Source: an optimization exercise on an open RTL-to-GDS flow (aim: small area, a short achievable clock period and few clock cycles per item). Production flows keep margins and buffers that such runs may drop. Function was checked by simulation only, so behaviour that the tests miss may differ from the original.

==> design/flow/constraint.sdc <==
create_clock -name core_clock -period 6.5 [get_ports {aclk}]
set_input_delay 1.3000 -clock core_clock [delete_from_list [all_inputs] [get_ports {aclk}]]
set_output_delay 1.3000 -clock core_clock [all_outputs]
set_load 0.01 [all_outputs]
==> design/flow/design.v <==
`timescale 1ns / 1ps
package mcd_pkg;
    localparam int PT_W   = 11;
    localparam int CHAR_W = 8;
    localparam int DIST_W = 14;
    localparam int N_W    = 28;               
    localparam int X_W    = 29;               
    localparam logic [CHAR_W-1:0] CHAR_NEWLINE = 8'd10;
    localparam logic [CHAR_W-1:0] CHAR_MARK    = 8'd42;
    localparam logic REG_POINT_COL = 1'b0;
    localparam logic REG_POINT_ROW = 1'b1;
endpackage
`timescale 1ns / 1ps
module mcd_front (
    input  logic                         aclk,
    input  logic                         aresetn,
    input  logic                         s_tready,
    input  logic                         s_tvalid,
    input  logic [mcd_pkg::CHAR_W-1:0]   s_tdata,
    input  logic                         cfg_wen,
    input  logic                         cfg_index,
    input  logic [mcd_pkg::PT_W-1:0]     cfg_data,
    output logic                         v_o,
    output logic                         nl_o,
    output logic                         sat_o,
    output logic                         w_acc_o,
    output logic [mcd_pkg::X_W-1:0]      x_o
);
    logic [mcd_pkg::PT_W-1:0] pcol_reg, prow_reg;
    logic [mcd_pkg::PT_W-1:0] col_reg, row_reg;     
    logic                     accept, is_nl, is_mark;
    logic [mcd_pkg::PT_W:0]   ex, ey, fx, fy;
    logic [mcd_pkg::PT_W-1:0] dx, dy;
    logic                     va_reg, vb_reg, vc_reg, vd_reg;
    logic                     nla_reg, nlb_reg, nlc_reg, nld_reg;
    logic [mcd_pkg::PT_W-1:0] dxa_reg, dya_reg;
    logic [23:0]              sb_reg, cb_reg, eb_reg;
    logic                     satd_reg;
    logic [27:0]              yc0_reg, yc1_reg;
    logic [mcd_pkg::N_W-1:0]  nd_reg;
    logic [23:0]              pp_s, pp_c, pp_e;
    logic [27:0]              n_full, y0, y1;
    assign accept  = s_tvalid && s_tready;
    assign is_nl   = (s_tdata == mcd_pkg::CHAR_NEWLINE);
    assign is_mark = (s_tdata == mcd_pkg::CHAR_MARK);
    assign ex = {1'b0, pcol_reg} - {1'b0, col_reg};
    assign fx = {1'b0, col_reg} - {1'b0, pcol_reg};
    assign ey = {1'b0, prow_reg} - {1'b0, row_reg};
    assign fy = {1'b0, row_reg} - {1'b0, prow_reg};
    assign dx = ex[mcd_pkg::PT_W] ? fx[mcd_pkg::PT_W-1:0] : ex[mcd_pkg::PT_W-1:0];
    assign dy = ey[mcd_pkg::PT_W] ? fy[mcd_pkg::PT_W-1:0] : ey[mcd_pkg::PT_W-1:0];
    mcd_sqsum u_sqsum (
        .a (dxa_reg),
        .b (dya_reg),
        .s (pp_s),
        .c (pp_c),
        .e (pp_e)
    );
    mcd_x25 u_x25 (
        .s  (sb_reg),
        .c  (cb_reg),
        .e  (eb_reg),
        .y0 (y0),
        .y1 (y1)
    );
    assign n_full = yc0_reg + yc1_reg;
    always_ff @(posedge aclk) begin
        if (!aresetn) begin
            pcol_reg <= '0;
            prow_reg <= '0;
            col_reg  <= 11'd1;
            row_reg  <= 11'd1;
            va_reg   <= 1'b0;
            vb_reg   <= 1'b0;
            vc_reg   <= 1'b0;
            vd_reg   <= 1'b0;
        end else begin
            if (cfg_wen) begin
                if (cfg_index == mcd_pkg::REG_POINT_COL) pcol_reg <= cfg_data;
                else                                     prow_reg <= cfg_data;
            end
            if (accept) begin
                if (is_nl) begin
                    col_reg <= 11'd1;
                    if (!row_reg[10]) row_reg <= row_reg + 11'd1;
                end else if (!col_reg[10]) begin
                    col_reg <= col_reg + 11'd1;
                end
            end
            va_reg <= accept && (is_nl || is_mark);
            vb_reg <= va_reg;
            vc_reg <= vb_reg;
            vd_reg <= vc_reg;
        end
    end
    always_ff @(posedge aclk) begin
        nla_reg <= is_nl;
        dxa_reg <= dx;
        dya_reg <= dy;
        nlb_reg <= nla_reg;
        sb_reg  <= pp_s;
        cb_reg  <= pp_c;
        eb_reg  <= pp_e;
        nlc_reg <= nlb_reg;
        yc0_reg <= y0;
        yc1_reg <= y1;
        nld_reg <= nlc_reg;
        nd_reg  <= {n_full[25:0], 2'b00};
        satd_reg <= |n_full[27:26];
    end
    assign w_acc_o = accept && (is_nl || is_mark);
    assign v_o  = vd_reg;
    assign nl_o = nld_reg;
    assign sat_o = satd_reg;
    assign x_o  = {1'b0, nd_reg};
endmodule
module mcd_sqsum (
    input  logic [10:0] a,
    input  logic [10:0] b,
    output logic [23:0] s,
    output logic [23:0] c,
    output logic [23:0] e
);
    logic w1, w2, w3, w4, w5, w6, w7, w8, w9, w10, w11, w12, w13, w14, w15, w16, w17, w18, w19, w20, w21, w22, w23, w24, w25, w26, w27, w28, w29, w30, w31, w32, w33, w34, w35, w36, w37, w38, w39, w40, w41, w42, w43, w44, w45, w46, w47, w48, w49, w50, w51, w52, w53, w54, w55, w56, w57, w58, w59, w60, w61, w62, w63, w64, w65, w66, w67, w68, w69, w70, w71, w72, w73, w74, w75, w76, w77, w78, w79, w80, w81, w82, w83, w84, w85, w86, w87, w88, w89, w90, w91, w92, w93, w94, w95, w96, w97, w98, w99, w100, w101, w102, w103, w104, w105, w106, w107, w108, w109, w110, w111, w112, w113, w114, w115, w116, w117, w118, w119, w120, w121, w122, w123, w124, w125, w126, w127, w128, w129, w130, w131, w132, w133, w134, w135, w136, w137, w138, w139, w140, w141, w142, w143, w144, w145, w146, w147, w148, w149, w150, w151, w152, w153, w154, w155, w156, w157, w158, w159, w160, w161, w162, w163, w164;
    assign w1 = (a[0] & a[7]) ^ (a[1] & a[6]);
    assign w2 = (a[0] & a[7]) & (a[1] & a[6]);
    assign w3 = (a[0] & a[9]) ^ (a[1] & a[8]) ^ (a[2] & a[7]);
    assign w4 = ((a[0] & a[9]) & (a[1] & a[8])) | ((a[0] & a[9]) & (a[2] & a[7])) | ((a[1] & a[8]) & (a[2] & a[7]));
    assign w5 = (a[3] & a[6]) ^ (a[4] & a[5]);
    assign w6 = (a[3] & a[6]) & (a[4] & a[5]);
    assign w7 = (a[0] & a[10]) ^ (a[1] & a[9]) ^ (a[2] & a[8]);
    assign w8 = ((a[0] & a[10]) & (a[1] & a[9])) | ((a[0] & a[10]) & (a[2] & a[8])) | ((a[1] & a[9]) & (a[2] & a[8]));
    assign w9 = (a[3] & a[7]) ^ (a[4] & a[6]);
    assign w10 = (a[3] & a[7]) & (a[4] & a[6]);
    assign w11 = (a[1] & a[10]) ^ (a[2] & a[9]) ^ (a[3] & a[8]);
    assign w12 = ((a[1] & a[10]) & (a[2] & a[9])) | ((a[1] & a[10]) & (a[3] & a[8])) | ((a[2] & a[9]) & (a[3] & a[8]));
    assign w13 = (a[4] & a[7]) ^ (a[5] & a[6]) ^ a[6];
    assign w14 = ((a[4] & a[7]) & (a[5] & a[6])) | ((a[4] & a[7]) & a[6]) | ((a[5] & a[6]) & a[6]);
    assign w15 = (b[1] & b[10]) ^ (b[2] & b[9]);
    assign w16 = (b[1] & b[10]) & (b[2] & b[9]);
    assign w17 = (a[2] & a[10]) ^ (a[3] & a[9]) ^ (a[4] & a[8]);
    assign w18 = ((a[2] & a[10]) & (a[3] & a[9])) | ((a[2] & a[10]) & (a[4] & a[8])) | ((a[3] & a[9]) & (a[4] & a[8]));
    assign w19 = (a[3] & a[10]) ^ (a[4] & a[9]) ^ (a[5] & a[8]);
    assign w20 = ((a[3] & a[10]) & (a[4] & a[9])) | ((a[3] & a[10]) & (a[5] & a[8])) | ((a[4] & a[9]) & (a[5] & a[8]));
    assign w21 = (a[0] & a[5]) ^ (a[1] & a[4]) ^ (a[2] & a[3]);
    assign w22 = ((a[0] & a[5]) & (a[1] & a[4])) | ((a[0] & a[5]) & (a[2] & a[3])) | ((a[1] & a[4]) & (a[2] & a[3]));
    assign w23 = (a[0] & a[6]) ^ (a[1] & a[5]);
    assign w24 = (a[0] & a[6]) & (a[1] & a[5]);
    assign w25 = w1 ^ (a[2] & a[5]) ^ (a[3] & a[4]);
    assign w26 = (w1 & (a[2] & a[5])) | (w1 & (a[3] & a[4])) | ((a[2] & a[5]) & (a[3] & a[4]));
    assign w27 = a[4] ^ (b[0] & b[7]) ^ (b[1] & b[6]);
    assign w28 = (a[4] & (b[0] & b[7])) | (a[4] & (b[1] & b[6])) | ((b[0] & b[7]) & (b[1] & b[6]));
    assign w29 = w2 ^ (a[0] & a[8]) ^ (a[1] & a[7]);
    assign w30 = (w2 & (a[0] & a[8])) | (w2 & (a[1] & a[7])) | ((a[0] & a[8]) & (a[1] & a[7]));
    assign w31 = (a[2] & a[6]) ^ (a[3] & a[5]) ^ (b[0] & b[8]);
    assign w32 = ((a[2] & a[6]) & (a[3] & a[5])) | ((a[2] & a[6]) & (b[0] & b[8])) | ((a[3] & a[5]) & (b[0] & b[8]));
    assign w33 = (b[1] & b[7]) ^ (b[2] & b[6]);
    assign w34 = (b[1] & b[7]) & (b[2] & b[6]);
    assign w35 = w3 ^ w5 ^ a[5];
    assign w36 = (w3 & w5) | (w3 & a[5]) | (w5 & a[5]);
    assign w37 = (b[0] & b[9]) ^ (b[1] & b[8]) ^ (b[2] & b[7]);
    assign w38 = ((b[0] & b[9]) & (b[1] & b[8])) | ((b[0] & b[9]) & (b[2] & b[7])) | ((b[1] & b[8]) & (b[2] & b[7]));
    assign w39 = (b[3] & b[6]) ^ (b[4] & b[5]) ^ b[5];
    assign w40 = ((b[3] & b[6]) & (b[4] & b[5])) | ((b[3] & b[6]) & b[5]) | ((b[4] & b[5]) & b[5]);
    assign w41 = w4 ^ w6 ^ w7;
    assign w42 = (w4 & w6) | (w4 & w7) | (w6 & w7);
    assign w43 = w9 ^ (b[0] & b[10]) ^ (b[1] & b[9]);
    assign w44 = (w9 & (b[0] & b[10])) | (w9 & (b[1] & b[9])) | ((b[0] & b[10]) & (b[1] & b[9]));
    assign w45 = (b[2] & b[8]) ^ (b[3] & b[7]) ^ (b[4] & b[6]);
    assign w46 = ((b[2] & b[8]) & (b[3] & b[7])) | ((b[2] & b[8]) & (b[4] & b[6])) | ((b[3] & b[7]) & (b[4] & b[6]));
    assign w47 = w8 ^ w10 ^ w11;
    assign w48 = (w8 & w10) | (w8 & w11) | (w10 & w11);
    assign w49 = w13 ^ w15 ^ (b[3] & b[8]);
    assign w50 = (w13 & w15) | (w13 & (b[3] & b[8])) | (w15 & (b[3] & b[8]));
    assign w51 = (b[4] & b[7]) ^ (b[5] & b[6]) ^ b[6];
    assign w52 = ((b[4] & b[7]) & (b[5] & b[6])) | ((b[4] & b[7]) & b[6]) | ((b[5] & b[6]) & b[6]);
    assign w53 = w12 ^ w14 ^ w16;
    assign w54 = (w12 & w14) | (w12 & w16) | (w14 & w16);
    assign w55 = w17 ^ (a[5] & a[7]) ^ (b[2] & b[10]);
    assign w56 = (w17 & (a[5] & a[7])) | (w17 & (b[2] & b[10])) | ((a[5] & a[7]) & (b[2] & b[10]));
    assign w57 = (b[3] & b[9]) ^ (b[4] & b[8]) ^ (b[5] & b[7]);
    assign w58 = ((b[3] & b[9]) & (b[4] & b[8])) | ((b[3] & b[9]) & (b[5] & b[7])) | ((b[4] & b[8]) & (b[5] & b[7]));
    assign w59 = w18 ^ w19 ^ (a[6] & a[7]);
    assign w60 = (w18 & w19) | (w18 & (a[6] & a[7])) | (w19 & (a[6] & a[7]));
    assign w61 = a[7] ^ (b[3] & b[10]) ^ (b[4] & b[9]);
    assign w62 = (a[7] & (b[3] & b[10])) | (a[7] & (b[4] & b[9])) | ((b[3] & b[10]) & (b[4] & b[9]));
    assign w63 = (b[5] & b[8]) ^ (b[6] & b[7]) ^ b[7];
    assign w64 = ((b[5] & b[8]) & (b[6] & b[7])) | ((b[5] & b[8]) & b[7]) | ((b[6] & b[7]) & b[7]);
    assign w65 = w20 ^ (a[4] & a[10]) ^ (a[5] & a[9]);
    assign w66 = (w20 & (a[4] & a[10])) | (w20 & (a[5] & a[9])) | ((a[4] & a[10]) & (a[5] & a[9]));
    assign w67 = (a[6] & a[8]) ^ (b[4] & b[10]) ^ (b[5] & b[9]);
    assign w68 = ((a[6] & a[8]) & (b[4] & b[10])) | ((a[6] & a[8]) & (b[5] & b[9])) | ((b[4] & b[10]) & (b[5] & b[9]));
    assign w69 = (a[5] & a[10]) ^ (a[6] & a[9]) ^ (a[7] & a[8]);
    assign w70 = ((a[5] & a[10]) & (a[6] & a[9])) | ((a[5] & a[10]) & (a[7] & a[8])) | ((a[6] & a[9]) & (a[7] & a[8]));
    assign w71 = a[8] ^ (b[5] & b[10]) ^ (b[6] & b[9]);
    assign w72 = (a[8] & (b[5] & b[10])) | (a[8] & (b[6] & b[9])) | ((b[5] & b[10]) & (b[6] & b[9]));
    assign w73 = (a[0] & a[3]) ^ (a[1] & a[2]) ^ a[2];
    assign w74 = ((a[0] & a[3]) & (a[1] & a[2])) | ((a[0] & a[3]) & a[2]) | ((a[1] & a[2]) & a[2]);
    assign w75 = (a[0] & a[4]) ^ (a[1] & a[3]);
    assign w76 = (a[0] & a[4]) & (a[1] & a[3]);
    assign w77 = w21 ^ a[3] ^ (b[0] & b[5]);
    assign w78 = (w21 & a[3]) | (w21 & (b[0] & b[5])) | (a[3] & (b[0] & b[5]));
    assign w79 = (b[1] & b[4]) ^ (b[2] & b[3]);
    assign w80 = (b[1] & b[4]) & (b[2] & b[3]);
    assign w81 = w22 ^ w23 ^ (a[2] & a[4]);
    assign w82 = (w22 & w23) | (w22 & (a[2] & a[4])) | (w23 & (a[2] & a[4]));
    assign w83 = (b[0] & b[6]) ^ (b[1] & b[5]) ^ (b[2] & b[4]);
    assign w84 = ((b[0] & b[6]) & (b[1] & b[5])) | ((b[0] & b[6]) & (b[2] & b[4])) | ((b[1] & b[5]) & (b[2] & b[4]));
    assign w85 = w24 ^ w25 ^ w27;
    assign w86 = (w24 & w25) | (w24 & w27) | (w25 & w27);
    assign w87 = (b[2] & b[5]) ^ (b[3] & b[4]) ^ b[4];
    assign w88 = ((b[2] & b[5]) & (b[3] & b[4])) | ((b[2] & b[5]) & b[4]) | ((b[3] & b[4]) & b[4]);
    assign w89 = w26 ^ w28 ^ w29;
    assign w90 = (w26 & w28) | (w26 & w29) | (w28 & w29);
    assign w91 = w31 ^ w33 ^ (b[3] & b[5]);
    assign w92 = (w31 & w33) | (w31 & (b[3] & b[5])) | (w33 & (b[3] & b[5]));
    assign w93 = w30 ^ w32 ^ w34;
    assign w94 = (w30 & w32) | (w30 & w34) | (w32 & w34);
    assign w95 = w35 ^ w37 ^ w39;
    assign w96 = (w35 & w37) | (w35 & w39) | (w37 & w39);
    assign w97 = w36 ^ w38 ^ w40;
    assign w98 = (w36 & w38) | (w36 & w40) | (w38 & w40);
    assign w99 = w41 ^ w43 ^ w45;
    assign w100 = (w41 & w43) | (w41 & w45) | (w43 & w45);
    assign w101 = w42 ^ w44 ^ w46;
    assign w102 = (w42 & w44) | (w42 & w46) | (w44 & w46);
    assign w103 = w47 ^ w49 ^ w51;
    assign w104 = (w47 & w49) | (w47 & w51) | (w49 & w51);
    assign w105 = w48 ^ w50 ^ w52;
    assign w106 = (w48 & w50) | (w48 & w52) | (w50 & w52);
    assign w107 = w53 ^ w55 ^ w57;
    assign w108 = (w53 & w55) | (w53 & w57) | (w55 & w57);
    assign w109 = w54 ^ w56 ^ w58;
    assign w110 = (w54 & w56) | (w54 & w58) | (w56 & w58);
    assign w111 = w59 ^ w61 ^ w63;
    assign w112 = (w59 & w61) | (w59 & w63) | (w61 & w63);
    assign w113 = w60 ^ w62 ^ w64;
    assign w114 = (w60 & w62) | (w60 & w64) | (w62 & w64);
    assign w115 = w65 ^ w67 ^ (b[6] & b[8]);
    assign w116 = (w65 & w67) | (w65 & (b[6] & b[8])) | (w67 & (b[6] & b[8]));
    assign w117 = w66 ^ w68 ^ w69;
    assign w118 = (w66 & w68) | (w66 & w69) | (w68 & w69);
    assign w119 = w71 ^ (b[7] & b[8]) ^ b[8];
    assign w120 = (w71 & (b[7] & b[8])) | (w71 & b[8]) | ((b[7] & b[8]) & b[8]);
    assign w121 = w70 ^ w72 ^ (a[6] & a[10]);
    assign w122 = (w70 & w72) | (w70 & (a[6] & a[10])) | (w72 & (a[6] & a[10]));
    assign w123 = (a[7] & a[9]) ^ (b[6] & b[10]) ^ (b[7] & b[9]);
    assign w124 = ((a[7] & a[9]) & (b[6] & b[10])) | ((a[7] & a[9]) & (b[7] & b[9])) | ((b[6] & b[10]) & (b[7] & b[9]));
    assign w125 = (a[7] & a[10]) ^ (a[8] & a[9]) ^ a[9];
    assign w126 = ((a[7] & a[10]) & (a[8] & a[9])) | ((a[7] & a[10]) & a[9]) | ((a[8] & a[9]) & a[9]);
    assign w127 = (b[7] & b[10]) ^ (b[8] & b[9]) ^ b[9];
    assign w128 = ((b[7] & b[10]) & (b[8] & b[9])) | ((b[7] & b[10]) & b[9]) | ((b[8] & b[9]) & b[9]);
    assign w129 = (a[0] & a[1]) ^ a[1];
    assign w130 = (a[0] & a[1]) & a[1];
    assign w131 = w73 ^ (b[0] & b[3]);
    assign w132 = w73 & (b[0] & b[3]);
    assign w133 = w74 ^ w75 ^ (b[0] & b[4]);
    assign w134 = (w74 & w75) | (w74 & (b[0] & b[4])) | (w75 & (b[0] & b[4]));
    assign w135 = w76 ^ w77 ^ w79;
    assign w136 = (w76 & w77) | (w76 & w79) | (w77 & w79);
    assign w137 = w78 ^ w80 ^ w81;
    assign w138 = (w78 & w80) | (w78 & w81) | (w80 & w81);
    assign w139 = w82 ^ w84 ^ w85;
    assign w140 = (w82 & w84) | (w82 & w85) | (w84 & w85);
    assign w141 = w86 ^ w88 ^ w89;
    assign w142 = (w86 & w88) | (w86 & w89) | (w88 & w89);
    assign w143 = w90 ^ w92 ^ w93;
    assign w144 = (w90 & w92) | (w90 & w93) | (w92 & w93);
    assign w145 = w94 ^ w96 ^ w97;
    assign w146 = (w94 & w96) | (w94 & w97) | (w96 & w97);
    assign w147 = w98 ^ w100 ^ w101;
    assign w148 = (w98 & w100) | (w98 & w101) | (w100 & w101);
    assign w149 = w102 ^ w104 ^ w105;
    assign w150 = (w102 & w104) | (w102 & w105) | (w104 & w105);
    assign w151 = w106 ^ w108 ^ w109;
    assign w152 = (w106 & w108) | (w106 & w109) | (w108 & w109);
    assign w153 = w110 ^ w112 ^ w113;
    assign w154 = (w110 & w112) | (w110 & w113) | (w112 & w113);
    assign w155 = w114 ^ w116 ^ w117;
    assign w156 = (w114 & w116) | (w114 & w117) | (w116 & w117);
    assign w157 = w118 ^ w120 ^ w121;
    assign w158 = (w118 & w120) | (w118 & w121) | (w120 & w121);
    assign w159 = w122 ^ w124 ^ w125;
    assign w160 = (w122 & w124) | (w122 & w125) | (w124 & w125);
    assign w161 = w126 ^ w128 ^ (a[8] & a[10]);
    assign w162 = (w126 & w128) | (w126 & (a[8] & a[10])) | (w128 & (a[8] & a[10]));
    assign w163 = (a[9] & a[10]) ^ a[10] ^ (b[9] & b[10]);
    assign w164 = ((a[9] & a[10]) & a[10]) | ((a[9] & a[10]) & (b[9] & b[10])) | (a[10] & (b[9] & b[10]));
    assign s = {1'b0, 1'b0, w164, w162, w160, w158, w156, w154, w152, w150, w148, w146, w144, w142, w140, w138, w136, w134, w132, w131, w130, w129, 1'b0, a[0]};
    assign c = {1'b0, 1'b0, 1'b0, w163, w161, w159, w157, w155, w153, w151, w149, w147, w145, w143, w141, w139, w137, w135, w133, (b[1] & b[2]), (a[0] & a[2]), (b[0] & b[1]), 1'b0, b[0]};
    assign e = {1'b0, 1'b0, 1'b0, b[10], (b[8] & b[10]), w127, w123, w119, w115, w111, w107, w103, w99, w95, w91, w87, w83, b[3], (b[1] & b[3]), b[2], (b[0] & b[2]), b[1], 1'b0, 1'b0};
endmodule
module mcd_x25 (
    input  logic [23:0] s,
    input  logic [23:0] c,
    input  logic [23:0] e,
    output logic [27:0] y0,
    output logic [27:0] y1
);
    logic w1, w2, w3, w4, w5, w6, w7, w8, w9, w10, w11, w12, w13, w14, w15, w16, w17, w18, w19, w20, w21, w22, w23, w24, w25, w26, w27, w28, w29, w30, w31, w32, w33, w34, w35, w36, w37, w38, w39, w40, w41, w42, w43, w44, w45, w46, w47, w48, w49, w50, w51, w52, w53, w54, w55, w56, w57, w58, w59, w60, w61, w62, w63, w64, w65, w66, w67, w68, w69, w70, w71, w72, w73, w74, w75, w76, w77, w78, w79, w80, w81, w82, w83, w84, w85, w86, w87, w88, w89, w90, w91, w92, w93, w94, w95, w96, w97, w98, w99, w100, w101, w102, w103, w104, w105, w106, w107, w108, w109, w110, w111, w112, w113, w114, w115, w116, w117, w118, w119, w120, w121, w122, w123, w124, w125, w126, w127, w128, w129, w130, w131, w132, w133, w134, w135, w136, w137, w138, w139, w140, w141, w142, w143, w144, w145, w146, w147, w148, w149, w150, w151, w152, w153, w154, w155, w156, w157, w158, w159, w160, w161, w162, w163, w164, w165, w166, w167, w168, w169, w170, w171, w172, w173, w174, w175, w176, w177, w178, w179, w180, w181, w182, w183, w184, w185, w186, w187, w188, w189, w190, w191, w192, w193, w194, w195, w196, w197, w198, w199, w200, w201, w202, w203, w204, w205, w206, w207, w208, w209, w210, w211, w212, w213, w214, w215, w216, w217, w218, w219, w220, w221, w222, w223, w224, w225, w226, w227, w228, w229, w230, w231, w232;
    assign w1 = s[0] ^ c[0] ^ e[0];
    assign w2 = (s[0] & c[0]) | (s[0] & e[0]) | (c[0] & e[0]);
    assign w3 = s[1] ^ c[1] ^ e[1];
    assign w4 = (s[1] & c[1]) | (s[1] & e[1]) | (c[1] & e[1]);
    assign w5 = s[2] ^ c[2] ^ e[2];
    assign w6 = (s[2] & c[2]) | (s[2] & e[2]) | (c[2] & e[2]);
    assign w7 = s[3] ^ c[3] ^ e[3];
    assign w8 = (s[3] & c[3]) | (s[3] & e[3]) | (c[3] & e[3]);
    assign w9 = s[4] ^ c[4] ^ e[4];
    assign w10 = (s[4] & c[4]) | (s[4] & e[4]) | (c[4] & e[4]);
    assign w11 = s[5] ^ c[5] ^ e[5];
    assign w12 = (s[5] & c[5]) | (s[5] & e[5]) | (c[5] & e[5]);
    assign w13 = s[6] ^ c[6] ^ e[6];
    assign w14 = (s[6] & c[6]) | (s[6] & e[6]) | (c[6] & e[6]);
    assign w15 = s[7] ^ c[7] ^ e[7];
    assign w16 = (s[7] & c[7]) | (s[7] & e[7]) | (c[7] & e[7]);
    assign w17 = s[8] ^ c[8] ^ e[8];
    assign w18 = (s[8] & c[8]) | (s[8] & e[8]) | (c[8] & e[8]);
    assign w19 = s[9] ^ c[9] ^ e[9];
    assign w20 = (s[9] & c[9]) | (s[9] & e[9]) | (c[9] & e[9]);
    assign w21 = s[10] ^ c[10] ^ e[10];
    assign w22 = (s[10] & c[10]) | (s[10] & e[10]) | (c[10] & e[10]);
    assign w23 = s[11] ^ c[11] ^ e[11];
    assign w24 = (s[11] & c[11]) | (s[11] & e[11]) | (c[11] & e[11]);
    assign w25 = s[12] ^ c[12] ^ e[12];
    assign w26 = (s[12] & c[12]) | (s[12] & e[12]) | (c[12] & e[12]);
    assign w27 = s[13] ^ c[13] ^ e[13];
    assign w28 = (s[13] & c[13]) | (s[13] & e[13]) | (c[13] & e[13]);
    assign w29 = s[14] ^ c[14] ^ e[14];
    assign w30 = (s[14] & c[14]) | (s[14] & e[14]) | (c[14] & e[14]);
    assign w31 = s[15] ^ c[15] ^ e[15];
    assign w32 = (s[15] & c[15]) | (s[15] & e[15]) | (c[15] & e[15]);
    assign w33 = s[16] ^ c[16] ^ e[16];
    assign w34 = (s[16] & c[16]) | (s[16] & e[16]) | (c[16] & e[16]);
    assign w35 = s[17] ^ c[17] ^ e[17];
    assign w36 = (s[17] & c[17]) | (s[17] & e[17]) | (c[17] & e[17]);
    assign w37 = s[18] ^ c[18] ^ e[18];
    assign w38 = (s[18] & c[18]) | (s[18] & e[18]) | (c[18] & e[18]);
    assign w39 = s[19] ^ c[19] ^ e[19];
    assign w40 = (s[19] & c[19]) | (s[19] & e[19]) | (c[19] & e[19]);
    assign w41 = s[20] ^ c[20] ^ e[20];
    assign w42 = (s[20] & c[20]) | (s[20] & e[20]) | (c[20] & e[20]);
    assign w43 = s[21] ^ c[21] ^ e[21];
    assign w44 = (s[21] & c[21]) | (s[21] & e[21]) | (c[21] & e[21]);
    assign w45 = s[22] ^ c[22] ^ e[22];
    assign w46 = (s[22] & c[22]) | (s[22] & e[22]) | (c[22] & e[22]);
    assign w47 = s[23] ^ c[23] ^ e[23];
    assign w48 = (s[23] & c[23]) | (s[23] & e[23]) | (c[23] & e[23]);
    assign w49 = w1 ^ w3;
    assign w50 = w1 & w3;
    assign w51 = w3 ^ w5 ^ w11;
    assign w52 = (w3 & w5) | (w3 & w11) | (w5 & w11);
    assign w53 = w2 ^ w4;
    assign w54 = w2 & w4;
    assign w55 = w5 ^ w7 ^ w13;
    assign w56 = (w5 & w7) | (w5 & w13) | (w7 & w13);
    assign w57 = w4 ^ w6 ^ w12;
    assign w58 = (w4 & w6) | (w4 & w12) | (w6 & w12);
    assign w59 = w7 ^ w9 ^ w15;
    assign w60 = (w7 & w9) | (w7 & w15) | (w9 & w15);
    assign w61 = w6 ^ w8 ^ w14;
    assign w62 = (w6 & w8) | (w6 & w14) | (w8 & w14);
    assign w63 = w9 ^ w11 ^ w17;
    assign w64 = (w9 & w11) | (w9 & w17) | (w11 & w17);
    assign w65 = w8 ^ w10 ^ w16;
    assign w66 = (w8 & w10) | (w8 & w16) | (w10 & w16);
    assign w67 = w11 ^ w13 ^ w19;
    assign w68 = (w11 & w13) | (w11 & w19) | (w13 & w19);
    assign w69 = w10 ^ w12 ^ w18;
    assign w70 = (w10 & w12) | (w10 & w18) | (w12 & w18);
    assign w71 = w13 ^ w15 ^ w21;
    assign w72 = (w13 & w15) | (w13 & w21) | (w15 & w21);
    assign w73 = w12 ^ w14 ^ w20;
    assign w74 = (w12 & w14) | (w12 & w20) | (w14 & w20);
    assign w75 = w15 ^ w17 ^ w23;
    assign w76 = (w15 & w17) | (w15 & w23) | (w17 & w23);
    assign w77 = w14 ^ w16 ^ w22;
    assign w78 = (w14 & w16) | (w14 & w22) | (w16 & w22);
    assign w79 = w17 ^ w19 ^ w25;
    assign w80 = (w17 & w19) | (w17 & w25) | (w19 & w25);
    assign w81 = w16 ^ w18 ^ w24;
    assign w82 = (w16 & w18) | (w16 & w24) | (w18 & w24);
    assign w83 = w19 ^ w21 ^ w27;
    assign w84 = (w19 & w21) | (w19 & w27) | (w21 & w27);
    assign w85 = w18 ^ w20 ^ w26;
    assign w86 = (w18 & w20) | (w18 & w26) | (w20 & w26);
    assign w87 = w21 ^ w23 ^ w29;
    assign w88 = (w21 & w23) | (w21 & w29) | (w23 & w29);
    assign w89 = w20 ^ w22 ^ w28;
    assign w90 = (w20 & w22) | (w20 & w28) | (w22 & w28);
    assign w91 = w23 ^ w25 ^ w31;
    assign w92 = (w23 & w25) | (w23 & w31) | (w25 & w31);
    assign w93 = w22 ^ w24 ^ w30;
    assign w94 = (w22 & w24) | (w22 & w30) | (w24 & w30);
    assign w95 = w25 ^ w27 ^ w33;
    assign w96 = (w25 & w27) | (w25 & w33) | (w27 & w33);
    assign w97 = w24 ^ w26 ^ w32;
    assign w98 = (w24 & w26) | (w24 & w32) | (w26 & w32);
    assign w99 = w27 ^ w29 ^ w35;
    assign w100 = (w27 & w29) | (w27 & w35) | (w29 & w35);
    assign w101 = w26 ^ w28 ^ w34;
    assign w102 = (w26 & w28) | (w26 & w34) | (w28 & w34);
    assign w103 = w29 ^ w31 ^ w37;
    assign w104 = (w29 & w31) | (w29 & w37) | (w31 & w37);
    assign w105 = w28 ^ w30 ^ w36;
    assign w106 = (w28 & w30) | (w28 & w36) | (w30 & w36);
    assign w107 = w31 ^ w33 ^ w39;
    assign w108 = (w31 & w33) | (w31 & w39) | (w33 & w39);
    assign w109 = w30 ^ w32 ^ w38;
    assign w110 = (w30 & w32) | (w30 & w38) | (w32 & w38);
    assign w111 = w33 ^ w35 ^ w41;
    assign w112 = (w33 & w35) | (w33 & w41) | (w35 & w41);
    assign w113 = w32 ^ w34 ^ w40;
    assign w114 = (w32 & w34) | (w32 & w40) | (w34 & w40);
    assign w115 = w35 ^ w37 ^ w43;
    assign w116 = (w35 & w37) | (w35 & w43) | (w37 & w43);
    assign w117 = w34 ^ w36 ^ w42;
    assign w118 = (w34 & w36) | (w34 & w42) | (w36 & w42);
    assign w119 = w37 ^ w39 ^ w45;
    assign w120 = (w37 & w39) | (w37 & w45) | (w39 & w45);
    assign w121 = w36 ^ w38 ^ w44;
    assign w122 = (w36 & w38) | (w36 & w44) | (w38 & w44);
    assign w123 = w39 ^ w41 ^ w47;
    assign w124 = (w39 & w41) | (w39 & w47) | (w41 & w47);
    assign w125 = w38 ^ w40 ^ w46;
    assign w126 = (w38 & w40) | (w38 & w46) | (w40 & w46);
    assign w127 = w41 ^ w43 ^ w40;
    assign w128 = (w41 & w43) | (w41 & w40) | (w43 & w40);
    assign w129 = w42 ^ w48;
    assign w130 = w42 & w48;
    assign w131 = w43 ^ w45 ^ w42;
    assign w132 = (w43 & w45) | (w43 & w42) | (w45 & w42);
    assign w133 = w45 ^ w47;
    assign w134 = w45 & w47;
    assign w135 = w49 ^ w9;
    assign w136 = w49 & w9;
    assign w137 = w50 ^ w51 ^ w53;
    assign w138 = (w50 & w51) | (w50 & w53) | (w51 & w53);
    assign w139 = w52 ^ w54 ^ w55;
    assign w140 = (w52 & w54) | (w52 & w55) | (w54 & w55);
    assign w141 = w56 ^ w58 ^ w59;
    assign w142 = (w56 & w58) | (w56 & w59) | (w58 & w59);
    assign w143 = w60 ^ w62 ^ w63;
    assign w144 = (w60 & w62) | (w60 & w63) | (w62 & w63);
    assign w145 = w64 ^ w66 ^ w67;
    assign w146 = (w64 & w66) | (w64 & w67) | (w66 & w67);
    assign w147 = w68 ^ w70 ^ w71;
    assign w148 = (w68 & w70) | (w68 & w71) | (w70 & w71);
    assign w149 = w72 ^ w74 ^ w75;
    assign w150 = (w72 & w74) | (w72 & w75) | (w74 & w75);
    assign w151 = w76 ^ w78 ^ w79;
    assign w152 = (w76 & w78) | (w76 & w79) | (w78 & w79);
    assign w153 = w80 ^ w82 ^ w83;
    assign w154 = (w80 & w82) | (w80 & w83) | (w82 & w83);
    assign w155 = w84 ^ w86 ^ w87;
    assign w156 = (w84 & w86) | (w84 & w87) | (w86 & w87);
    assign w157 = w88 ^ w90 ^ w91;
    assign w158 = (w88 & w90) | (w88 & w91) | (w90 & w91);
    assign w159 = w92 ^ w94 ^ w95;
    assign w160 = (w92 & w94) | (w92 & w95) | (w94 & w95);
    assign w161 = w96 ^ w98 ^ w99;
    assign w162 = (w96 & w98) | (w96 & w99) | (w98 & w99);
    assign w163 = w100 ^ w102 ^ w103;
    assign w164 = (w100 & w102) | (w100 & w103) | (w102 & w103);
    assign w165 = w104 ^ w106 ^ w107;
    assign w166 = (w104 & w106) | (w104 & w107) | (w106 & w107);
    assign w167 = w108 ^ w110 ^ w111;
    assign w168 = (w108 & w110) | (w108 & w111) | (w110 & w111);
    assign w169 = w112 ^ w114 ^ w115;
    assign w170 = (w112 & w114) | (w112 & w115) | (w114 & w115);
    assign w171 = w116 ^ w118 ^ w119;
    assign w172 = (w116 & w118) | (w116 & w119) | (w118 & w119);
    assign w173 = w120 ^ w122 ^ w123;
    assign w174 = (w120 & w122) | (w120 & w123) | (w122 & w123);
    assign w175 = w124 ^ w126 ^ w127;
    assign w176 = (w124 & w126) | (w124 & w127) | (w126 & w127);
    assign w177 = w128 ^ w130 ^ w131;
    assign w178 = (w128 & w130) | (w128 & w131) | (w130 & w131);
    assign w179 = w132 ^ w133 ^ w44;
    assign w180 = (w132 & w133) | (w132 & w44) | (w133 & w44);
    assign w181 = w134 ^ w47 ^ w46;
    assign w182 = (w134 & w47) | (w134 & w46) | (w47 & w46);
    assign w183 = w1 ^ w7;
    assign w184 = w1 & w7;
    assign w185 = w135 ^ w2 ^ w8;
    assign w186 = (w135 & w2) | (w135 & w8) | (w2 & w8);
    assign w187 = w136 ^ w137 ^ w10;
    assign w188 = (w136 & w137) | (w136 & w10) | (w137 & w10);
    assign w189 = w138 ^ w139 ^ w57;
    assign w190 = (w138 & w139) | (w138 & w57) | (w139 & w57);
    assign w191 = w140 ^ w141 ^ w61;
    assign w192 = (w140 & w141) | (w140 & w61) | (w141 & w61);
    assign w193 = w142 ^ w143 ^ w65;
    assign w194 = (w142 & w143) | (w142 & w65) | (w143 & w65);
    assign w195 = w144 ^ w145 ^ w69;
    assign w196 = (w144 & w145) | (w144 & w69) | (w145 & w69);
    assign w197 = w146 ^ w147 ^ w73;
    assign w198 = (w146 & w147) | (w146 & w73) | (w147 & w73);
    assign w199 = w148 ^ w149 ^ w77;
    assign w200 = (w148 & w149) | (w148 & w77) | (w149 & w77);
    assign w201 = w150 ^ w151 ^ w81;
    assign w202 = (w150 & w151) | (w150 & w81) | (w151 & w81);
    assign w203 = w152 ^ w153 ^ w85;
    assign w204 = (w152 & w153) | (w152 & w85) | (w153 & w85);
    assign w205 = w154 ^ w155 ^ w89;
    assign w206 = (w154 & w155) | (w154 & w89) | (w155 & w89);
    assign w207 = w156 ^ w157 ^ w93;
    assign w208 = (w156 & w157) | (w156 & w93) | (w157 & w93);
    assign w209 = w158 ^ w159 ^ w97;
    assign w210 = (w158 & w159) | (w158 & w97) | (w159 & w97);
    assign w211 = w160 ^ w161 ^ w101;
    assign w212 = (w160 & w161) | (w160 & w101) | (w161 & w101);
    assign w213 = w162 ^ w163 ^ w105;
    assign w214 = (w162 & w163) | (w162 & w105) | (w163 & w105);
    assign w215 = w164 ^ w165 ^ w109;
    assign w216 = (w164 & w165) | (w164 & w109) | (w165 & w109);
    assign w217 = w166 ^ w167 ^ w113;
    assign w218 = (w166 & w167) | (w166 & w113) | (w167 & w113);
    assign w219 = w168 ^ w169 ^ w117;
    assign w220 = (w168 & w169) | (w168 & w117) | (w169 & w117);
    assign w221 = w170 ^ w171 ^ w121;
    assign w222 = (w170 & w171) | (w170 & w121) | (w171 & w121);
    assign w223 = w172 ^ w173 ^ w125;
    assign w224 = (w172 & w173) | (w172 & w125) | (w173 & w125);
    assign w225 = w174 ^ w175 ^ w129;
    assign w226 = (w174 & w175) | (w174 & w129) | (w175 & w129);
    assign w227 = w176 ^ w177 ^ w44;
    assign w228 = (w176 & w177) | (w176 & w44) | (w177 & w44);
    assign w229 = w178 ^ w179 ^ w46;
    assign w230 = (w178 & w179) | (w178 & w46) | (w179 & w46);
    assign w231 = w180 ^ w181 ^ w48;
    assign w232 = (w180 & w181) | (w180 & w48) | (w181 & w48);
    assign y0 = {w230, w228, w226, w224, w222, w220, w218, w216, w214, w212, w210, w208, w206, w204, w202, w200, w198, w196, w194, w192, w190, w188, w186, w184, w183, w5, w3, w1};
    assign y1 = {w231, w229, w227, w225, w223, w221, w219, w217, w215, w213, w211, w209, w207, w205, w203, w201, w199, w197, w195, w193, w191, w189, w187, w185, w6, w4, w2, 1'b0};
endmodule
`timescale 1ns / 1ps
module mcd_sqrt_step #(
    parameter int K = 0
) (
    input  logic [mcd_pkg::X_W-1:0] x,
    input  logic [15:0]             un,
    output logic [mcd_pkg::X_W-1:0] y,
    output logic [15:0]             un_o
);
    localparam int RW = K + 5;      
    localparam int DW = K + 6;      
    logic [13:0]   qn;              
    logic [RW-1:0] rp;
    logic [DW-1:0] d1, d2, d3;
    logic [1:0]    dig;
    logic [K+2:0]  rn;
    logic [15:0]   unm, unp;
    assign qn = 14'(x >> (mcd_pkg::X_W - K)) | ~((14'd1 << K) - 14'd1);
    assign rp = x[mcd_pkg::X_W-1-K -: RW];
    assign d1 = DW'(rp) + DW'({2'b11, qn, 3'b111});     
    assign d2 = DW'(rp) + DW'({1'b1, qn, 4'b1100});     
    assign d3 = DW'(rp) + DW'({un, 3'b111});            
    assign unm = un - 16'd1;                            
    assign unp = un + 16'd1;                            
    always_comb begin
        if (!d3[DW-1]) begin
            dig  = 2'd3;
            rn   = d3[K+2:0];
            un_o = {unm[13:0], 2'b01};
        end else if (!d2[DW-1]) begin
            dig  = 2'd2;
            rn   = d2[K+2:0];
            un_o = {un[13:0], 2'b00};
        end else if (!d1[DW-1]) begin
            dig  = 2'd1;
            rn   = d1[K+2:0];
            un_o = {un[13:0], 2'b11};
        end else begin
            dig  = 2'd0;
            rn   = rp[K+2:0];
            un_o = {unp[13:0], 2'b10};
        end
    end
    assign y = (mcd_pkg::X_W'({qn, ~dig} & ((16'd1 << (K + 2)) - 16'd1)) << (mcd_pkg::X_W - 2 - K))
             | (mcd_pkg::X_W'(rn) << (24 - 2 * K))
             | (x & ((mcd_pkg::X_W'(1) << (24 - 2 * K)) - mcd_pkg::X_W'(1)));
endmodule
module mcd_sqrt_cell #(
    parameter int K = 0,
    parameter int N = 1
) (
    input  logic                     aclk,
    input  logic                     aresetn,
    input  logic                     v_i,
    input  logic                     nl_i,
    input  logic                     sat_i,
    input  logic [mcd_pkg::X_W-1:0]  x_i,
    input  logic [15:0]              un_i,
    output logic                     v_o,
    output logic                     nl_o,
    output logic                     sat_o,
    output logic [mcd_pkg::X_W-1:0]  x_o,
    output logic [15:0]              un_o
);
    logic                     v_reg, nl_reg, sat_reg;
    logic [mcd_pkg::X_W-1:0]  x_reg, x_next;
    localparam int KO = K + 2 * N;      
    logic [KO+1:0]                 un_reg;
    logic [N:0][mcd_pkg::X_W-1:0]  xs;
    logic [N:0][15:0]              uns;
    assign xs[0]  = x_i;
    assign uns[0] = un_i;
    for (genvar j = 0; j < N; j++) begin : g_step
        mcd_sqrt_step #(.K(K + 2 * j)) u_step (
            .x    (xs[j]),
            .un   (uns[j]),
            .y    (xs[j+1]),
            .un_o (uns[j+1])
        );
    end
    assign x_next = xs[N];
    always_ff @(posedge aclk) begin
        if (!aresetn) v_reg <= 1'b0;
        else          v_reg <= v_i;
    end
    always_ff @(posedge aclk) begin
        nl_reg <= nl_i;
        sat_reg <= sat_i;
        x_reg  <= x_next;
        un_reg <= uns[N][KO+1:0];
    end
    assign v_o  = v_reg;
    assign nl_o = nl_reg;
    assign sat_o = sat_reg;
    assign x_o  = x_reg;
    assign un_o = 16'(un_reg) | ~((16'd1 << (KO + 2)) - 16'd1);
endmodule
`timescale 1ns / 1ps
module mcd_out #(
    parameter int QN = 7,                  
    parameter int QB = (QN > 1) ? $clog2(QN) : 1
) (
    input  logic                        aclk,
    input  logic                        aresetn,
    input  logic                        w_acc,       
    input  logic                        v_i,
    input  logic                        nl_i,
    input  logic                        sat_i,       
    input  logic [mcd_pkg::X_W-1:0]     x_i,
    input  logic                        m_tready,
    output logic                        s_tready,
    output logic                        m_tvalid,
    output logic [15:0]                 m_tdata,
    output logic [0:0]                  m_tuser
);
    localparam int CW = $clog2(QN + 2);
    logic [13:0]   q, q1;
    logic [14:0]   r;
    logic          up;
    logic [14:0]   word_next, word;    
    logic          wv_reg;
    logic          h_valid, rdy_reg, take, h_free;
    logic [14:0]   h_word;
    logic [14:0]   mem [QN];
    logic [QB-1:0] wp, rp;
    logic [QB:0]   qcnt;
    logic [CW-1:0] cnt, cnt_next;
    logic          q_empty, push, pop;
    assign q  = ~x_i[28:15];             
    assign r  = x_i[14:0];
    assign q1 = q + 14'd1;
    assign up = (r > {1'b0, q});
    always_comb begin
        if (nl_i)                       word_next = {1'b1, 14'd0};
        else if (sat_i || (up && (&q))) word_next = {1'b0, 14'h3FFF};
        else if (up)                    word_next = {1'b0, q1};
        else                            word_next = {1'b0, q};
    end
    always_ff @(posedge aclk) begin
        if (!aresetn) wv_reg <= 1'b0;
        else          wv_reg <= v_i;
    end
    always_ff @(posedge aclk) begin
        word <= word_next;
    end
    assign take    = h_valid && m_tready;
    assign h_free  = !h_valid || take;
    assign q_empty = (qcnt == '0);
    assign pop     = h_free && !q_empty;
    assign push    = wv_reg && !(h_free && q_empty);
    always_comb begin
        cnt_next = cnt;
        if (w_acc && !take)      cnt_next = cnt + CW'(1);
        else if (!w_acc && take) cnt_next = cnt - CW'(1);
    end
    always_ff @(posedge aclk) begin
        if (!aresetn) begin
            h_valid <= 1'b0;
            rdy_reg <= 1'b1;
            cnt     <= '0;
            wp      <= '0;
            rp      <= '0;
            qcnt    <= '0;
        end else begin
            if (h_free) h_valid <= wv_reg || !q_empty;
            rdy_reg <= (cnt_next <= CW'(QN));
            cnt     <= cnt_next;
            if (push) wp <= (wp == QB'(QN - 1)) ? '0 : wp + QB'(1);
            if (pop)  rp <= (rp == QB'(QN - 1)) ? '0 : rp + QB'(1);
            if (push && !pop)      qcnt <= qcnt + (QB+1)'(1);
            else if (pop && !push) qcnt <= qcnt - (QB+1)'(1);
        end
    end
    always_ff @(posedge aclk) begin
        if (h_free) h_word <= q_empty ? word : mem[rp];
        if (push)   mem[wp] <= word;
    end
    assign s_tready = rdy_reg;
    assign m_tvalid = h_valid;
    assign m_tdata  = {2'b00, h_word[13:0]};
    assign m_tuser  = h_word[14];
endmodule
`timescale 1ns / 1ps
module marked_cell_distance #(
    parameter int MAX_COLS = 1024,
    parameter int MAX_ROWS = 1024
) (
    input  logic                        aclk,
    input  logic                        aresetn,
    input  logic                        s_tvalid,
    output logic                        s_tready,
    input  logic [7:0]                  s_tdata,    
    output logic                        m_tvalid,
    input  logic                        m_tready,
    output logic [15:0]                 m_tdata,    
    output logic [0:0]                  m_tuser,    
    input  logic                        cfg_wen,
    input  logic                        cfg_index,
    input  logic [mcd_pkg::PT_W-1:0]    cfg_data
);
    localparam int NS = 6;     
    logic                                w_acc;
    logic [NS:0]                         v_c, nl_c, sat_c;
    logic [NS:0][mcd_pkg::X_W-1:0]       x_c;
    logic [NS:0][15:0]                   un_c;
    assign un_c[0] = ~16'd1;    
    mcd_front u_front (
        .aclk      (aclk),
        .aresetn   (aresetn),
        .s_tready  (s_tready),
        .s_tvalid  (s_tvalid),
        .s_tdata   (s_tdata),
        .cfg_wen   (cfg_wen),
        .cfg_index (cfg_index),
        .cfg_data  (cfg_data),
        .v_o       (v_c[0]),
        .nl_o      (nl_c[0]),
        .sat_o     (sat_c[0]),
        .w_acc_o   (w_acc),
        .x_o       (x_c[0])
    );
    for (genvar i = 0; i < NS; i++) begin : g_cell
        mcd_sqrt_cell #(
            .K ((i == 0) ? 0 : 2 * i + 2),
            .N ((i == 0) ? 2 : 1)
        ) u_cell (
            .aclk    (aclk),
            .aresetn (aresetn),
            .v_i     (v_c[i]),
            .nl_i    (nl_c[i]),
            .sat_i   (sat_c[i]),
            .x_i     (x_c[i]),
            .un_i    (un_c[i]),
            .v_o     (v_c[i+1]),
            .nl_o    (nl_c[i+1]),
            .sat_o   (sat_c[i+1]),
            .x_o     (x_c[i+1]),
            .un_o    (un_c[i+1])
        );
    end
    mcd_out u_out (
        .aclk     (aclk),
        .aresetn  (aresetn),
        .v_i      (v_c[NS]),
        .nl_i     (nl_c[NS]),
        .sat_i    (sat_c[NS]),
        .x_i      (x_c[NS]),
        .m_tready (m_tready),
        .w_acc    (w_acc),
        .s_tready (s_tready),
        .m_tvalid (m_tvalid),
        .m_tdata  (m_tdata),
        .m_tuser  (m_tuser)
    );
endmodule
==> design/flow/config.mk <==
export PLATFORM = sky130hd
export DESIGN_NAME = marked_cell_distance
export DESIGN_NICKNAME = marked_cell_distance
export VERILOG_FILES = /design/flow/design.v
export SDC_FILE = /design/flow/constraint.sdc
export NUM_CORES = 4
export LEC_CHECK = 0
export ABC_CLOCK_PERIOD_IN_PS = 2500
export CAP_MARGIN = 20
export CORE_MARGIN = 2
export CORE_UTILIZATION = 40
export CTS_CLUSTER_DIAMETER = 60
export CTS_CLUSTER_SIZE = 30
export SETUP_SLACK_MARGIN = 3.8
export SLEW_MARGIN = 20
==> design/flow/run.sh <==
#!/bin/bash
# synth_recipe.tcl (not shown) runs the flow's synth.tcl, then flattens the netlist and writes it again
# the make line also repeats each setting of config.mk as NAME=value (left out here)
make -C /OpenROAD-flow-scripts/flow DESIGN_CONFIG=/design/flow/config.mk WORK_HOME=/design/flow/orfs CLKGATE_MAP_FILE= SYNTH_SCRIPT=/design/flow/synth_recipe.tcl finish
==> reports/qor.yml, run 1 <==
status:
  status: "timing/DRC/antenna clean"
synth:
  synth_common_cells: "479 x dfxtp_1, 333 x inv_1, 277 x ha_1"
  synth-edff-count: 120
  synth_cell_types: 95
  yosys_warnings: 15
  yosysSeqAreaShare_pct: 39.61
  async_flop_share_pct: 0
  synth_area_leaders: "dfxtp_1 29%, edfxtp_1 11%, ha_1 10%, fa_1 9.7%, inv_1 3.8%"
  synthesis.area_mm2: 0.03330
  synth_top_area_cell: "dfxtp_1"
  synth_most_common_cell: "dfxtp_1"
  synth.avg_cell_area_um2: 10.05
  ys_seq_elements: 599
  yosysTopAreaCellShare_pct: 28.79
  ys.flop_type: "dfxtp_1"
  synth_cells: 3314
finish:
  area_growth_pct: 14.48
  fin_area_mm2: 0.03813
  nets: 3859
  drive_above_1_share_pct: 12.21
  antenna-diode-count: 0
  num-fill-cells: 7694
  largest_register_ffs: 163
global_route:
  gr-usage-met2_pct: 28.41
  overflow: 0
  antenna_found_initial: 0
  track_usage_pct: 16.48
  grt_pass1_vias: 22330
  grt-busiest-layer: "met2"
  globalRouteMet1Util_pct: 21.88
  met3_usage_pct: 1.738
  grt_pass1_wl_um: 115600
  grt_start_max_net_pins: 68
worst_setup_path:
  critPathMaxStageDelay_ps: 460
  start_kind: "flip-flop"
  crit_path_end: "g_cell[4].u_cell.un_reg[8]$_DFF_P_"
  cpLargestDelayFamily: "simple AND/OR/NAND/NOR gates"
  reg2reg_setup_slack_ps: 3850
  cp_slowest_cell: "or4_4"
  cp.depth: 10
  critPathKind: "flip-flop to flip-flop"
  reg2regPathDepth: 10
  cp_cell_sequence: "ha_4 > a21o_1 > a211o_1 > or3_4 > nor3_4 > nor2_2 > buf_6 > or4_4 > o21ai_2 > xor2_1"
  startpoint: "g_cell[3].u_cell.x_reg[16]$_DFF_P_"
  required_ps: 7050
  r2r-start: "g_cell[3].u_cell.x_reg[16]$_DFF_P_"
  r2r_end: "g_cell[4].u_cell.un_reg[8]$_DFF_P_"
  cp.arrival_ps: 3210
  path_buf_inv: 1
  crit_path_end_kind: "flip-flop"
  crit_path_max_fanout: 6
placement:
  port_buffers: 41
  gp_congestion: 0.8626
  placedInstanceArea_mm2: 0.03484
  dp_hpwl_um: 53780
routing:
  drc_errors: 0
  dr.pass1.iters: 5
  drtAntennaViolNets: 0
  vias: 23050
  post_drt_via_cell_ratio: 5.120
  first_iter_violations: 1186
  wl_um: 72340
  wire_per_inst_um: 16.07
clocking:
  cts_buffers: 45
  worstSkewPairLatency_ps: 610
  cts.sinks: 599
  root_buffer: "clkbuf_16"
  cts_tree: "done"
  clkTransAtPathRegs_ps: 100
  h-tree-depth: 2
  clk_path_buf_depth: 3
timing:
  setup_tns_ps: 0
  setup_viol: 0
  finalCriticalPeriod_ps: 2655
  finalMaxSlewViolations: 0
  hold_viol: 0
  worstMarginPinSlew_ps: 994.7
  fin_worst_skew_ps: 41.78
  rsz0062_at_grt: "yes"
  max_freq_mhz: 376.7
  fin_crit_sh_pct: 40.84
  slew-limit-headroom_pct: 33.60
floorplan:
  core_mm2: 0.08224
  fp.dieH_um: 292.6
  start_util_pct: 40.50
  die-area_mm2: 0.08559
  rows: 105
  dieWidth_um: 292.6
  boundaryPins: 44
hold_path:
  hold_class: "flip-flop to flip-flop"
job:
  maxCapViolCount: 0
[cell families after synthesis]
group,after synthesis,share of synthesized area (%)
simple gates,830,12.47
buf+inv,435,5.042
compound gates,723,14.34
other cells,1,0.01126
mux,78,2.923
xor+xnor,210,5.523
fa+ha+maj,438,20.08
flops,599,39.61
[worst reg2reg max path, stage by stage (launching register included)]
cell and delay [ps]:
dfxtp_4 380, ha_4 240, a21o_1 170, a211o_1 270, or3_4 350, nor3_4 200, nor2_2 60, buf_6 150
or4_4 470, o21ai_2 160, xor2_1 140
[stage by stage]
step | setup WS (ps) | utilization (%) | std cells | hold WS, ps
after floorplan | 3717 | - | 3315 | 309.6
after global placement | 2970 | 42.37 | 4337 | 309.6
after detailed placement | 2967 | 42.37 | 4337 | 312.1
after CTS | 3736 | 45.14 | 4440 | 316.8
after global routing | 3688 | 46.36 | 4502 | 323.5
final | 3845 | 46.36 | 4502 | 308.1
[worst min path at each step]
| stage | from | to | slack (ps) | cells past startpoint |
|---|---|---|---|---|
| finish | u_front.nd_reg[2]$_DFF_P_ | g_cell[0].u_cell.x_reg[2]$_DFF_P_ | 310 | 0 |
| global placement | g_cell[0].u_cell.x_reg[2]$_DFF_P_ | g_cell[1].u_cell.x_reg[2]$_DFF_P_ | 310 | 0 |
| detailed placement | u_front.satd_reg$_DFF_P_ | g_cell[0].u_cell.sat_reg$_DFF_P_ | 310 | 0 |
| global route | u_front.nd_reg[4]$_DFF_P_ | g_cell[0].u_cell.x_reg[4]$_DFF_P_ | 320 | 0 |
| floorplan | u_front.nld_reg$_DFF_P_ | g_cell[0].u_cell.nl_reg$_DFF_P_ | 310 | 0 |
| CTS | u_front.nd_reg[4]$_DFF_P_ | g_cell[0].u_cell.x_reg[4]$_DFF_P_ | 320 | 0 |
[what timing repair did]
item	in CTS	in global routing
hold buffers	0	0
pin swaps	11	58
resized for setup	116	140
cloned	0	3
endpoints found under the setup margin	217	119
buffers inserted	20	58
[placed cells by master, fill, tap and decap left out, types with 17 or more instances in the layout]
cell / netlist / routed
dfxtp_1: 479 / 420
inv_1: 333 / 324
ha_1: 277 / 256
nand2_1: 239 / 235
a21oi_1: 187 / 181
fa_1: 161 / 152
nor2_1: 155 / 148
o21ai_0: 149 / 136
xnor2_1: 130 / 130
and2_1: 122 / 121
edfxtp_1: 120 / 120
buf_4: 2 / 82
xor2_1: 80 / 80
a21o_1: 63 / 62
nor3_1: 71 / 62
mux2i_1: 59 / 58
clkbuf_16: 0 / 47
nand3_1: 47 / 46
dfxtp_2: 0 / 38
a21boi_0: 39 / 36
nand2b_1: 35 / 34
a211oi_1: 37 / 32
nor2b_1: 35 / 32
o21a_1: 28 / 26
o21bai_1: 22 / 22
dfxtp_4: 0 / 21
o21ai_1: 14 / 20
a31oi_1: 22 / 20
nand4_1: 19 / 19
nor4_1: 25 / 19
a211o_1: 17 / 17
clkdlybuf4s50_1: 0 / 17
dlygate4sd2_1: 0 / 17
[area by class of cell]
cell class              instances  area, µm²  area share (%)
inverters                     333       1256           3.295
repair buffers                135       1217           3.193
well taps                    1070       1339           3.511
clock buffers                  47       1165           3.055
clock inverters                36      569.3           1.493
flip-flops and latches        599      13320           34.93
multi-input cells            2282      19260           50.52
[routing by layer]
metal  share of wire, %  routed length [µm]  vias to the layer above
met2                 48               34870                      336
li1                   -                   -                    11630
met1                 46               33260                    10980
met4                2.6                1875                        0
met3                3.2                2334                      110
met5                  0                   0                        -
Testbench counts, summed over its fixed seeds: cycles 32,176, items 32,000.
==> run 2: changes to the inputs <==
--- a/design/flow/config.mk
+++ b/design/flow/config.mk
@@ -9,7 +9,7 @@
 export CAP_MARGIN = 20
 export CORE_MARGIN = 2
 export CORE_UTILIZATION = 40
-export CTS_CLUSTER_DIAMETER = 60
+export CTS_CLUSTER_DIAMETER = 80
 export CTS_CLUSTER_SIZE = 30
 export SETUP_SLACK_MARGIN = 3.8
 export SLEW_MARGIN = 20
==> reports/qor.yml, run 2 <==
status:
  status: "timing/DRC/antenna clean"  # unchanged
synth:
  synth_cell_types: 95  # unchanged
  synth.avg_cell_area_um2: 10.05  # unchanged
  synth_cells: 3314  # unchanged
  yosysSeqAreaShare_pct: 39.61  # unchanged
  synth-edff-count: 120  # unchanged
  async_flop_share_pct: 0  # unchanged
  synth_top_area_cell: "dfxtp_1"  # unchanged
  synth_most_common_cell: "dfxtp_1"  # unchanged
  yosysTopAreaCellShare_pct: 28.79  # unchanged
  yosys_warnings: 15  # unchanged
  synth_area_leaders: "dfxtp_1 29%, edfxtp_1 11%, ha_1 10%, fa_1 9.7%, inv_1 3.8%"  # unchanged
  ys_seq_elements: 599  # unchanged
  synth_common_cells: "479 x dfxtp_1, 333 x inv_1, 277 x ha_1"  # unchanged
  ys.flop_type: "dfxtp_1"  # unchanged
  synthesis.area_mm2: 0.03330  # unchanged
worst_setup_path:
  crit_path_end_kind: "flip-flop"  # unchanged
  r2r-start: "g_cell[3].u_cell.x_reg[16]$_DFF_P_"  # unchanged
  start_kind: "flip-flop"  # unchanged
  cp.arrival_ps: 3260  # was 3210 ps
  critPathKind: "flip-flop to flip-flop"  # unchanged
  startpoint: "g_cell[3].u_cell.x_reg[16]$_DFF_P_"  # unchanged
  crit_path_max_fanout: 6  # unchanged
  reg2reg_setup_slack_ps: 3830  # was 3850 ps
  required_ps: 7090  # was 7050 ps
  reg2regPathDepth: 10  # unchanged
clocking:
  cts_tree: "done"  # unchanged
  cts.sinks: 599  # unchanged
  root_buffer: "clkbuf_16"  # unchanged
  clkTransAtPathRegs_ps: 110  # was 100 ps
  clk_path_buf_depth: 3  # unchanged
  h-tree-depth: 1  # was 2
  ctsHoldBuffers: 0  # unchanged
  worstSkewPairLatency_ps: 660  # was 610 ps
  cts_buffers: 31  # was 45
finish:
  layout_commonest_cell: "dfxtp_1"  # unchanged
  area_growth_pct: 12.53  # was 14.48%
  nets: 3844  # was 3,859
  drive_above_1_share_pct: 11.37  # was 12.21%
  antenna-diode-count: 0  # unchanged
  num-fill-cells: 7743  # was 7,694
  final_cell_mix: "424 x dfxtp_1, 325 x inv_1, 260 x ha_1"  # was 420 x dfxtp_1, 324 x inv_1, 256 x ha_1
  largest_register_ffs: 163  # unchanged
  post-route-util_pct: 45.57  # was 46.36%
global_route:
  grt_start_max_net_pins: 68  # unchanged
  overflow: 0  # unchanged
  track_usage_pct: 16.35  # was 16.48%
  grt_pass1_vias: 22080  # was 22,330
  grt-busiest-layer: "met2"  # unchanged
  grt_pass1_wl_um: 114900  # was 115,600 µm
  globalRouteMet1Util_pct: 21.92  # was 21.88%
  gr-usage-met2_pct: 28.45  # was 28.41%
  antenna_found_initial: 0  # unchanged
  met3_usage_pct: 1.571  # was 1.738%
floorplan:
  dieWidth_um: 292.6  # unchanged
  die-area_mm2: 0.08559  # unchanged
  start_util_pct: 40.50  # unchanged
  core_mm2: 0.08224  # unchanged
  boundaryPins: 44  # unchanged
  rows: 105  # unchanged
  fp.dieH_um: 292.6  # unchanged
timing:
  max_freq_mhz: 373.9  # was 376.7 MHz
  setup_viol: 0  # unchanged
  finalMaxSlewViolations: 0  # unchanged
  fin_crit_sh_pct: 41.14  # was 40.84%
  worstMarginPinSlew_ps: 1002  # was 994.7 ps
  rsz0062_at_grt: "yes"  # unchanged
  setup_tns_ps: 0  # unchanged
  fin_worst_skew_ps: 40.52  # was 41.78 ps
  hold_viol: 0  # unchanged
  slew-limit-headroom_pct: 33.11  # was 33.60%
  worst_slack_ps: 3826  # was 3845 ps
  finalCriticalPeriod_ps: 2674  # was 2655 ps
hold_path:
  hold_class: "flip-flop to flip-flop"  # unchanged
  min-delay-start: "g_cell[1].u_cell.nl_reg$_DFF_P_"  # was u_front.nd_reg[2]$_DFF_P_
  hold_depth: 0  # unchanged
routing:
  first_iter_violations: 1214  # was 1,186
  vias: 22920  # was 23,050
  wl_um: 71750  # was 72,340 µm
  drc_errors: 0  # unchanged
  drtAntennaViolNets: 0  # unchanged
  dr.pass1.iters: 5  # unchanged
  wire_per_inst_um: 16.04  # was 16.07 µm
  post_drt_via_cell_ratio: 5.122  # was 5.120
job:
  maxCapViolCount: 0  # unchanged
placement:
  dpl_worst_slack_ps: 2967  # unchanged
  gp_congestion: 0.8626  # unchanged
  dp_hpwl_um: 53780  # unchanged
  port_buffers: 41  # unchanged
## run 2: cell families (layout without fill, tap and decap cells)
| family | count (synthesis) | count (layout) | share of synthesized area [%] |
|---|---|---|---|
| XOR/XNOR | 210 | 210 | 5.523 |
| other | 1 | 2 | 0.01126 |
| AND/OR/NAND/NOR | 830 | 830 | 12.47 |
| AO/OA/AOI/OAI | 723 | 724 | 14.34 |
| adder cells (fa/ha/maj) | 438 | 438 | 20.08 |
| flip-flops | 599 | 599 | 39.61 |
| multiplexers | 78 | 78 | 2.923 |
| buffers and inverters | 435 | 523 | 5.042 |
## run 2: final timing paths
path	end
worst max-delay path	g_cell[4].u_cell.un_reg[8]$_DFF_P_
worst min-delay path	g_cell[2].u_cell.nl_reg$_DFF_P_
worst max register to register	g_cell[4].u_cell.un_reg[8]$_DFF_P_
worst min register to register	g_cell[2].u_cell.nl_reg$_DFF_P_
## run 2: worst max-delay path: stages (launching register included)
cell     delay (ps)
dfxtp_4         380
ha_4            250
a21o_1          170
a211o_1         280
or3_4           350
nor3_4          200
nor2_2           80
buf_6           150
or4_4           470
o21ai_2         150
xor2_1          140
## run 2: stage by stage
stage	area [µm²]	cells	hold WS, ps
2_1_floorplan	33420	3315	309.6
3_3_place_gp	34840	4337	309.6
3_5_place_dp	34840	4337	312.1
4_1_cts	36490	4415	309.1
5_1_grt	37480	4474	319.8
6_report	37480	4474	310.2
## run 2: layout make-up
type / instances / area (µm²) / share of cell area (%)
Sequential cell: 599 / 13320 / 35.54
Timing Repair Buffer: 134 / 1189 / 3.172
Tap cell: 1070 / 1339 / 3.572
Clock buffer: 36 / 794.5 / 2.120
Clock inverter: 20 / 319.1 / 0.8514
Multi-Input combinational cell: 2282 / 19260 / 51.39
Inverter: 333 / 1256 / 3.352
## run 2: layer usage
metal / up-vias / share of wire, %
li1: 11580 / -
met4: 0 / 2.3
met5: - / 0
met3: 83 / 3.3
met1: 10900 / 46
met2: 353 / 48
## run 2: timing repair
item | in CTS | in global routing
setup buffers | 21 | 55
cloned | 1 | 3
gates resized for setup | 118 | 142
setup endpoints to repair | 175 | 135
pin swaps | 14 | 56

## port drivers added, routing unchanged
How much do the figures lean on ideal ports? The routed layouts below were timed once more, with nothing changed but the port constraints. Step 1, drivers: a clkbuf_16 drives aclk and a buf_2 each remaining input, both assumed. Step 2 also shifts input and output timing later by t, the mid clock arrival at the registers, as if the neighbouring blocks saw the same clock. Slacks: ideal ports / drivers / drivers and shift; pairs: ideal ports / drivers.
| run | t, ns | setup slack, ns | worst setup path at the end | slew at the worst register clock pin (ns) | worst data-port slew with drivers (ns) |
|---|---|---|---|---|---|
| run 1 | 0.659 | 3.845 / 3.834 / 3.283 | input to register | 0.10 / 0.10 | 0.04 |
| run 2 | 0.704 | 3.826 / 3.778 / 3.206 | input to register | 0.12 / 0.12 | 0.04 |
After both steps setup and hold are still met in every run listed. The setup slack of run 2, which loses most, moves by -0.048 ns with the drivers and by -0.620 ns with both steps.
